This is an optimization exercise on Yosys and OpenROAD, whose aim is small area, not a production implementation.
Function was checked by simulation only, so behaviour that the tests miss may differ from the original.

==> job 5844 <==
==> flow/design.v <==
package flr_csr_pkg;
    localparam logic [15:0] DFH_OFS     = 16'h0000;
    localparam logic [15:0] SCRATCH_OFS = 16'h0008;
    localparam logic [15:0] TESTPAD_OFS = 16'h0028;
    localparam logic [1:0] FLR_IDLE  = 2'd0;
    localparam logic [1:0] FLR_DRAIN = 2'd1;
    localparam logic [1:0] FLR_CLEAR = 2'd2;
    localparam logic [1:0] FLR_ACK   = 2'd3;
    localparam logic [1:0] CLS_NONE    = 2'd0;
    localparam logic [1:0] CLS_DFH     = 2'd1;
    localparam logic [1:0] CLS_SCRATCH = 2'd2;
    localparam logic [1:0] CLS_TESTPAD = 2'd3;
endpackage
module flr_csr_head_bit
(
    input  logic       hold,
    input  logic       q,
    input  logic [7:0] sel,
    input  logic [7:0] rd,
    input  logic       force_n,
    output logic       d
);
    assign d = (hold & q) | (|(sel & rd)) | !force_n;
endmodule
module flr_csr_rf_bit
(
    input  logic we,
    input  logic wd,
    input  logic keep,
    input  logic q,
    output logic d
);
    assign d = (we & wd) | (keep & q);
endmodule
module flr_csr_responder
#(
    parameter int          NUM_FUNCS = 4,
    parameter logic [63:0] DFH_VALUE = 64'h3000000010000020,
    parameter logic [19:0] WIN_BASE  = 20'h10000,
    parameter int          TAG_W     = 10
) (
    input  logic             clk,
    input  logic             rst_n,
    input  logic             req_valid,
    output logic             req_ready,
    input  logic             req_write,
    input  logic [3:0]       req_func,
    input  logic [19:0]      req_addr,
    input  logic [63:0]      req_wdata,
    input  logic [TAG_W-1:0] req_tag,
    output logic             rsp_valid,
    input  logic             rsp_ready,
    output logic [63:0]      rsp_data,
    output logic [TAG_W-1:0] rsp_tag,
    output logic             rsp_err,
    input  logic             flr_req_valid,
    output logic             flr_req_ready,
    input  logic [3:0]       flr_func,
    output logic             flr_ack
);
    logic [1:0]  state_q, state_d;
    logic [1:0]  flr_func_q;           
    logic        req_ready_q, req_ready_d;
    logic        cnt_ge1_q, cnt_ge1_d;  
    logic        cnt_eq2_q, cnt_eq2_d;
    logic [7:0][63:0] rf_q, rf_d;
    logic [63:0]      hd_data_q, hd_data_d;
    logic [TAG_W-1:0] hd_tag_q;
    logic             hd_err_q;
    logic [TAG_W-1:0] e1_tag_q;
    logic             e1_err_q;
    logic [1:0]       e1_func_q;
    logic [1:0]       e1_cls_q;
    logic        accept_s, pop_s, push_s, req_err_s, cnt_zero_next_s;
    logic [1:0]  req_cls_s;
    logic [1:0]  src_func_s, src_cls_s;
    logic        src_err_s, load_s, hold_s;
    logic [TAG_W-1:0] src_tag_s;
    logic [7:0]  rd_sel_s;
    logic [7:0]  rf_we_s, rf_keep_s;
    logic        dfh_sel_s, err_sel_s, force0_n_s, force1_n_s;
    assign accept_s = req_valid && req_ready_q;
    assign pop_s    = cnt_ge1_q && rsp_ready;
    always_comb begin
        case (req_addr[15:0])
            flr_csr_pkg::DFH_OFS:     req_cls_s = flr_csr_pkg::CLS_DFH;
            flr_csr_pkg::SCRATCH_OFS: req_cls_s = flr_csr_pkg::CLS_SCRATCH;
            flr_csr_pkg::TESTPAD_OFS: req_cls_s = flr_csr_pkg::CLS_TESTPAD;
            default:                  req_cls_s = flr_csr_pkg::CLS_NONE;
        endcase
        req_err_s = (req_addr[19:16] != WIN_BASE[19:16])
                 || (req_addr[2:0] != 3'b000)
                 || (req_func[3:2] != 2'b00)
                 || (((state_q == flr_csr_pkg::FLR_DRAIN) || (state_q == flr_csr_pkg::FLR_CLEAR))
                     && (req_func[1:0] == flr_func_q));
        push_s = accept_s && (!req_write || req_err_s);
    end
    always_comb begin
        cnt_ge1_d       = push_s || cnt_eq2_q || (cnt_ge1_q && !pop_s);
        cnt_eq2_d       = (push_s && cnt_ge1_q && !pop_s) || (cnt_eq2_q && !pop_s);
        cnt_zero_next_s = !cnt_ge1_d;
    end
    always_comb begin
        state_d = state_q;
        case (state_q)
            flr_csr_pkg::FLR_IDLE:
                if (flr_req_valid)
                    state_d = (flr_func[3:2] != 2'b00) ? flr_csr_pkg::FLR_ACK : flr_csr_pkg::FLR_DRAIN;
            flr_csr_pkg::FLR_DRAIN:
                if (cnt_zero_next_s) state_d = flr_csr_pkg::FLR_CLEAR;
            flr_csr_pkg::FLR_CLEAR: state_d = flr_csr_pkg::FLR_ACK;
            default:                state_d = flr_csr_pkg::FLR_IDLE;
        endcase
        req_ready_d = !cnt_eq2_d && (state_d != flr_csr_pkg::FLR_CLEAR);
    end
    always_ff @(posedge clk) begin
        if (!rst_n) begin
            state_q     <= flr_csr_pkg::FLR_IDLE;
            req_ready_q <= 1'b0;
            cnt_ge1_q   <= 1'b0;
            cnt_eq2_q   <= 1'b0;
        end else begin
            state_q     <= state_d;
            req_ready_q <= req_ready_d;
            cnt_ge1_q   <= cnt_ge1_d;
            cnt_eq2_q   <= cnt_eq2_d;
        end
    end
    always_ff @(posedge clk) begin
        if (state_q == flr_csr_pkg::FLR_IDLE) flr_func_q <= flr_func[1:0];
    end
    always_comb begin
        for (int i = 0; i < 8; i++) begin
            rf_we_s[i] = rst_n && accept_s && req_write && !req_err_s && (req_func[1:0] == 2'(i >> 1))
                && (req_cls_s == ((i & 1) ? flr_csr_pkg::CLS_TESTPAD : flr_csr_pkg::CLS_SCRATCH));
            rf_keep_s[i] = !rf_we_s[i] && rst_n
                && !((state_q == flr_csr_pkg::FLR_CLEAR) && (flr_func_q == 2'(i >> 1)));
        end
    end
    for (genvar i = 0; i < 8; i++) begin : g_rf
        for (genvar b = 0; b < 64; b++) begin : g_bit
            flr_csr_rf_bit u_bit (
                .we   (rf_we_s[i]),
                .wd   (req_wdata[b]),
                .keep (rf_keep_s[i]),
                .q    (rf_q[i][b]),
                .d    (rf_d[i][b])
            );
        end
    end
    always_ff @(posedge clk) begin
        rf_q <= rf_d;
    end
    always_comb begin
        src_func_s = cnt_eq2_q ? e1_func_q : req_func[1:0];
        src_cls_s  = cnt_eq2_q ? e1_cls_q  : req_cls_s;
        src_err_s  = cnt_eq2_q ? e1_err_q  : req_err_s;
        src_tag_s  = cnt_eq2_q ? e1_tag_q  : req_tag;
        hold_s     = cnt_ge1_q && !rsp_ready;
        load_s     = !hold_s;
        for (int i = 0; i < 8; i++) begin
            rd_sel_s[i] = load_s && !src_err_s && (src_func_s == 2'(i >> 1))
                       && (src_cls_s == ((i & 1) ? flr_csr_pkg::CLS_TESTPAD : flr_csr_pkg::CLS_SCRATCH));
        end
        dfh_sel_s = load_s && !src_err_s && (src_cls_s == flr_csr_pkg::CLS_DFH);
        err_sel_s = load_s && src_err_s;
        force0_n_s = !err_sel_s;
        force1_n_s = !(err_sel_s || dfh_sel_s);
    end
    for (genvar b = 0; b < 64; b++) begin : g_hd
        logic [7:0] rd_b;
        for (genvar i = 0; i < 8; i++) begin : g_rd
            assign rd_b[i] = rf_q[i][b];
        end
        flr_csr_head_bit u_bit (
            .hold    (hold_s),
            .q       (hd_data_q[b]),
            .sel     (rd_sel_s),
            .rd      (rd_b),
            .force_n (DFH_VALUE[b] ? force1_n_s : force0_n_s),
            .d       (hd_data_d[b])
        );
    end
    always_ff @(posedge clk) begin
        hd_data_q <= hd_data_d;
        if (!hold_s) begin
            hd_tag_q <= src_tag_s;
            hd_err_q <= src_err_s;
        end
        if (!cnt_eq2_q) begin
            e1_tag_q  <= req_tag;
            e1_err_q  <= req_err_s;
            e1_func_q <= req_func[1:0];
            e1_cls_q  <= req_cls_s;
        end
    end
    assign req_ready     = req_ready_q;
    assign rsp_valid     = cnt_ge1_q;
    assign rsp_data      = hd_data_q;
    assign rsp_tag       = hd_tag_q;
    assign rsp_err       = hd_err_q;
    assign flr_req_ready = (state_q == flr_csr_pkg::FLR_IDLE);
    assign flr_ack       = (state_q == flr_csr_pkg::FLR_ACK);
endmodule
==> flow/flow/run.sh <==
#!/bin/bash
# Own layout flow: the standard ORFS flow (standard.sh) with these changes.
#  1. Synthesis (own_synth.tcl) maps the logic with an area-oriented abc script and uses a
#     cell-level netlist for the queue head's per-bit select and for each register-file bit's
#     select; registers are as in the standard
#     synthesis (same names and cells).
#  2. Each port is buffered with the smallest buffer.
#  3. The clock tree uses fewer, larger sink clusters and no dummy loads.
set -euo pipefail
W=$PWD
export BUFFER_PORTS_ARGS="-buffer_cell sky130_fd_sc_hd__buf_1"
export CTS_ARGS="-sink_clustering_enable -repair_clock_nets -dont_use_dummy_load -sink_buffer_max_cap_derate 1.0 -buf_list sky130_fd_sc_hd__clkbuf_8 -sink_clustering_size 18 -sink_clustering_max_diameter 50"
export OWN_ABC_SCRIPT=$W/flow/area.abc
export OWN_CELLS_V="flr_csr_head_bit $W/flow/head_bit_cells.v flr_csr_rf_bit $W/flow/rf_bit_cells.v"
sed -E "s#SYNTH_SCRIPT=[^ ]+#SYNTH_SCRIPT=$W/flow/own_synth.tcl#" standard.sh > own_standard.sh
grep -q "SYNTH_SCRIPT=$W/flow/own_synth.tcl" own_standard.sh
bash own_standard.sh > own_flow.log 2>&1
==> flow/flow/area.abc <==
&get -n
&st
&syn2
&dch
&nf -a -R 1000
&put
==> flow/flow/head_bit_cells.v <==
// Cell-level implementation of flr_csr_head_bit:
// d = hold&q | sel[0]&rd[0] | ... | sel[7]&rd[7] | !force_n.
module flr_csr_head_bit (hold, q, sel, rd, force_n, d);
  input hold;
  input q;
  input [7:0] sel;
  input [7:0] rd;
  input force_n;
  output d;
  wire n0, n1, n2;
  sky130_fd_sc_hd__a222oi_1 g0 (.A1(hold), .A2(q), .B1(sel[0]), .B2(rd[0]), .C1(sel[1]), .C2(rd[1]), .Y(n0));
  sky130_fd_sc_hd__a222oi_1 g1 (.A1(sel[2]), .A2(rd[2]), .B1(sel[3]), .B2(rd[3]), .C1(sel[4]), .C2(rd[4]), .Y(n1));
  sky130_fd_sc_hd__a222oi_1 g2 (.A1(sel[5]), .A2(rd[5]), .B1(sel[6]), .B2(rd[6]), .C1(sel[7]), .C2(rd[7]), .Y(n2));
  sky130_fd_sc_hd__nand4_1 g3 (.A(n0), .B(n1), .C(n2), .D(force_n), .Y(d));
endmodule
==> flow/flow/own_synth.tcl <==
# Synthesis script of this flow: the standard synthesis script (synth_recipe.tcl: ORFS's
# synth.tcl without the fsm and share passes, flattened, function nets renamed), with two changes
# that leave the registers exactly as the standard synthesis makes them:
#  - the liberty-mapping abc call uses OWN_ABC_SCRIPT (an area-oriented script) without -D;
#  - each module named in OWN_CELLS_V is replaced, before synthesis, by the cell-level netlist
#    given for it (the queue head's per-bit select, flr_csr_head_bit, and the register file's
#    per-bit select, flr_csr_rf_bit).
proc abc {args} {
  set i [lsearch -exact $args -script]
  if { $i >= 0 && [info exists ::env(OWN_ABC_SCRIPT)] } {
    lset args [expr {$i + 1}] $::env(OWN_ABC_SCRIPT)
    set j [lsearch -exact $args -D]
    if { $j >= 0 } { set args [lreplace $args $j [expr {$j + 1}]] }
  }
  yosys abc {*}$args
}
set ::own_cells_done 0
proc synth {args} {
  if { !$::own_cells_done && [info exists ::env(OWN_CELLS_V)] } {
    foreach {m f} $::env(OWN_CELLS_V) {
      yosys delete $m
      yosys read_verilog $f
    }
    set ::own_cells_done 1
  }
  yosys synth -nofsm -noshare {*}$args
}
source $::env(SCRIPTS_DIR)/synth.tcl
# left out here: clear keep_hierarchy, flatten, clean up, hide names made inside functions, write 1_2_yosys.v
==> flow/flow/rf_bit_cells.v <==
// Cell-level implementation of flr_csr_rf_bit: d = we&wd | keep&q.
module flr_csr_rf_bit (we, wd, keep, q, d);
  input we;
  input wd;
  input keep;
  input q;
  output d;
  sky130_fd_sc_hd__a22o_1 g0 (.A1(we), .A2(wd), .B1(keep), .B2(q), .X(d));
endmodule
==> flow/standard.sh <==
#!/bin/bash
# synth_recipe.tcl (not shown) runs the flow's synth.tcl, then flattens the netlist and writes it again
# the make line also repeats each setting of config.mk as NAME=value (left out here)
make -C /OpenROAD-flow-scripts/flow DESIGN_CONFIG=/design/flow/config.mk WORK_HOME=/design/flow/orfs CLKGATE_MAP_FILE= SYNTH_SCRIPT=/design/flow/synth_recipe.tcl "${@:-finish}"
==> flow/config.mk <==
export PLATFORM = sky130hd
export DESIGN_NAME = flr_csr_responder
export DESIGN_NICKNAME = flr_csr_responder
export VERILOG_FILES = /design/flow/design.v
export SDC_FILE = /design/flow/constraint.sdc
export NUM_CORES = 4
export LEC_CHECK = 0
export CAP_MARGIN = 0
export CORE_MARGIN = 2
export CORE_UTILIZATION = 60
export PLACE_DENSITY = 0.75
export SLEW_MARGIN = 0
==> flow/constraint.sdc <==
create_clock -name core_clock -period 5.0 [get_ports {clk}]
set_input_delay 1.0000 -clock core_clock [delete_from_list [all_inputs] [get_ports {clk}]]
set_output_delay 1.0000 -clock core_clock [all_outputs]
set_load 0.01 [all_outputs]
==> inputs of job 1746, as changes to job 5844 <==
Settings changed: CORE_UTILIZATION 60 to 70, PLACE_DENSITY 0.75 to 0.8.
==> inputs of job 2272, as changes to job 5844 <==
--- a/flow/design.v
+++ b/flow/design.v
@@ -21,16 +21,6 @@
     output logic       d
 );
     assign d = (hold & q) | (|(sel & rd)) | !force_n;
-endmodule
-module flr_csr_rf_bit
-(
-    input  logic we,
-    input  logic wd,
-    input  logic keep,
-    input  logic q,
-    output logic d
-);
-    assign d = (we & wd) | (keep & q);
 endmodule
 module flr_csr_responder
 #(
@@ -63,7 +53,8 @@
     logic        req_ready_q, req_ready_d;
     logic        cnt_ge1_q, cnt_ge1_d;  
     logic        cnt_eq2_q, cnt_eq2_d;
-    logic [7:0][63:0] rf_q, rf_d;
+    logic [7:0]       rf_vld_q, rf_vld_d;
+    logic [7:0][63:0] rf_q;
     logic [63:0]      hd_data_q, hd_data_d;
     logic [TAG_W-1:0] hd_tag_q;
     logic             hd_err_q;
@@ -77,7 +68,6 @@
     logic        src_err_s, load_s, hold_s;
     logic [TAG_W-1:0] src_tag_s;
     logic [7:0]  rd_sel_s;
-    logic [7:0]  rf_we_s, rf_keep_s;
     logic        dfh_sel_s, err_sel_s, force0_n_s, force1_n_s;
     assign accept_s = req_valid && req_ready_q;
     assign pop_s    = cnt_ge1_q && rsp_ready;
@@ -113,43 +103,40 @@
         endcase
         req_ready_d = !cnt_eq2_d && (state_d != flr_csr_pkg::FLR_CLEAR);
     end
+    always_comb begin
+        rf_vld_d = rf_vld_q;
+        for (int i = 0; i < 8; i++) begin
+            if (accept_s && req_write && !req_err_s && (req_func[1:0] == 2'(i >> 1))
+                && (req_cls_s == ((i & 1) ? flr_csr_pkg::CLS_TESTPAD : flr_csr_pkg::CLS_SCRATCH)))
+                rf_vld_d[i] = 1'b1;
+            if ((state_q == flr_csr_pkg::FLR_CLEAR) && (flr_func_q == 2'(i >> 1)))
+                rf_vld_d[i] = 1'b0;
+        end
+    end
     always_ff @(posedge clk) begin
         if (!rst_n) begin
             state_q     <= flr_csr_pkg::FLR_IDLE;
             req_ready_q <= 1'b0;
             cnt_ge1_q   <= 1'b0;
             cnt_eq2_q   <= 1'b0;
+            rf_vld_q    <= '0;
         end else begin
             state_q     <= state_d;
             req_ready_q <= req_ready_d;
             cnt_ge1_q   <= cnt_ge1_d;
             cnt_eq2_q   <= cnt_eq2_d;
+            rf_vld_q    <= rf_vld_d;
         end
     end
     always_ff @(posedge clk) begin
         if (state_q == flr_csr_pkg::FLR_IDLE) flr_func_q <= flr_func[1:0];
     end
-    always_comb begin
+    always_ff @(posedge clk) begin
         for (int i = 0; i < 8; i++) begin
-            rf_we_s[i] = rst_n && accept_s && req_write && !req_err_s && (req_func[1:0] == 2'(i >> 1))
-                && (req_cls_s == ((i & 1) ? flr_csr_pkg::CLS_TESTPAD : flr_csr_pkg::CLS_SCRATCH));
-            rf_keep_s[i] = !rf_we_s[i] && rst_n
-                && !((state_q == flr_csr_pkg::FLR_CLEAR) && (flr_func_q == 2'(i >> 1)));
+            if (rst_n && accept_s && req_write && !req_err_s && (req_func[1:0] == 2'(i >> 1))
+                && (req_cls_s == ((i & 1) ? flr_csr_pkg::CLS_TESTPAD : flr_csr_pkg::CLS_SCRATCH)))
+                rf_q[i] <= req_wdata;
         end
-    end
-    for (genvar i = 0; i < 8; i++) begin : g_rf
-        for (genvar b = 0; b < 64; b++) begin : g_bit
-            flr_csr_rf_bit u_bit (
-                .we   (rf_we_s[i]),
-                .wd   (req_wdata[b]),
-                .keep (rf_keep_s[i]),
-                .q    (rf_q[i][b]),
-                .d    (rf_d[i][b])
-            );
-        end
-    end
-    always_ff @(posedge clk) begin
-        rf_q <= rf_d;
     end
     always_comb begin
         src_func_s = cnt_eq2_q ? e1_func_q : req_func[1:0];
@@ -159,7 +146,7 @@
         hold_s     = cnt_ge1_q && !rsp_ready;
         load_s     = !hold_s;
         for (int i = 0; i < 8; i++) begin
-            rd_sel_s[i] = load_s && !src_err_s && (src_func_s == 2'(i >> 1))
+            rd_sel_s[i] = load_s && !src_err_s && (src_func_s == 2'(i >> 1)) && rf_vld_q[i]
                        && (src_cls_s == ((i & 1) ? flr_csr_pkg::CLS_TESTPAD : flr_csr_pkg::CLS_SCRATCH));
         end
         dfh_sel_s = load_s && !src_err_s && (src_cls_s == flr_csr_pkg::CLS_DFH);
==> flow/flow/run.sh (replaced) <==
#!/bin/bash
# Own layout flow: the standard ORFS flow (standard.sh) with these changes.
#  1. Synthesis (own_synth.tcl) maps the logic with an area-oriented abc script and uses a
#     cell-level netlist for the queue head's per-bit select; registers are as in the standard
#     synthesis (same names and cells).
#  2. Each port is buffered with the smallest buffer.
#  3. The clock tree uses fewer, larger sink clusters and no dummy loads.
set -euo pipefail
W=$PWD
export BUFFER_PORTS_ARGS="-buffer_cell sky130_fd_sc_hd__buf_1"
export CTS_ARGS="-sink_clustering_enable -repair_clock_nets -dont_use_dummy_load -sink_buffer_max_cap_derate 1.0 -buf_list sky130_fd_sc_hd__clkbuf_8 -sink_clustering_size 18 -sink_clustering_max_diameter 50"
export OWN_ABC_SCRIPT=$W/flow/area.abc
export OWN_CELLS_V="flr_csr_head_bit $W/flow/head_bit_cells.v"
sed -E "s#SYNTH_SCRIPT=[^ ]+#SYNTH_SCRIPT=$W/flow/own_synth.tcl#" standard.sh > own_standard.sh
grep -q "SYNTH_SCRIPT=$W/flow/own_synth.tcl" own_standard.sh
bash own_standard.sh > own_flow.log 2>&1
--- a/flow/flow/own_synth.tcl
+++ b/flow/flow/own_synth.tcl
@@ -3,8 +3,7 @@
 # that leave the registers exactly as the standard synthesis makes them:
 #  - the liberty-mapping abc call uses OWN_ABC_SCRIPT (an area-oriented script) without -D;
 #  - each module named in OWN_CELLS_V is replaced, before synthesis, by the cell-level netlist
-#    given for it (the queue head's per-bit select, flr_csr_head_bit, and the register file's
-#    per-bit select, flr_csr_rf_bit).
+#    given for it (the queue head's per-bit select, flr_csr_head_bit).
 proc abc {args} {
   set i [lsearch -exact $args -script]
   if { $i >= 0 && [info exists ::env(OWN_ABC_SCRIPT)] } {
Settings changed: CORE_UTILIZATION 60 to 70, PLACE_DENSITY 0.75 to 0.8.
removed: flow/flow/rf_bit_cells.v
==> summary of the runs <==
- Core utilization: job 5844 < job 2272 < job 1746.
- The highest critical path depth belongs to job 5844, the lowest to job 2272.
- In job 5844 the clock skew is higher than in job 1746, by 13 ps.
- Register-to-register slack: job 1746 < job 5844 < job 2272.
- The lowest cell area belongs to job 1746, the highest to job 2272.
- Cell count: job 5844 > job 1746 > job 2272.
- First-iteration DRC count: job 2272 is smaller than job 1746 (24%).
- The lowest worst hold slack belongs to job 5844, the highest to job 2272.
- The highest maximum frequency belongs to job 2272, the lowest to job 5844.
- Sequential share of layout area: job 2272 > job 1746 > job 5844.

[afterwards: timing with drivers on the ports]
In the flow no input, the clock included, has a driving cell. The finished layouts below were timed again as built, in two steps.
Step 1 (the two cells are an assumption about what drives the block):
set clk [get_ports {clk}]
set_driving_cell -lib_cell sky130_fd_sc_hd__clkbuf_16 $clk
set_driving_cell -lib_cell sky130_fd_sc_hd__buf_2 [delete_from_list [all_inputs] $clk]
Step 2 moves the port delays by t, midway between the first and last clock arrival at a register: inputs arrive t later, outputs are due t later. That takes back most of the time a late clock gives input paths.
Three values: no drivers, after step 1, after step 2; two values: the first two.
run	shift t [ns]	setup slack, ns	worst setup path at the end	pins driven straight from the clock port
job 5844	0.635	1.301 / 1.332 / 0.697	input to register	1
job 1746	0.620	1.302 / 1.326 / 0.706	input to register	1
job 2272	0.615	1.596 / 1.610 / 0.995	input to register	1
After both steps every run listed still meets setup and hold. For job 5844, which loses most, drivers alone change the setup slack by +0.031 ns; drivers and shift together by -0.604 ns.
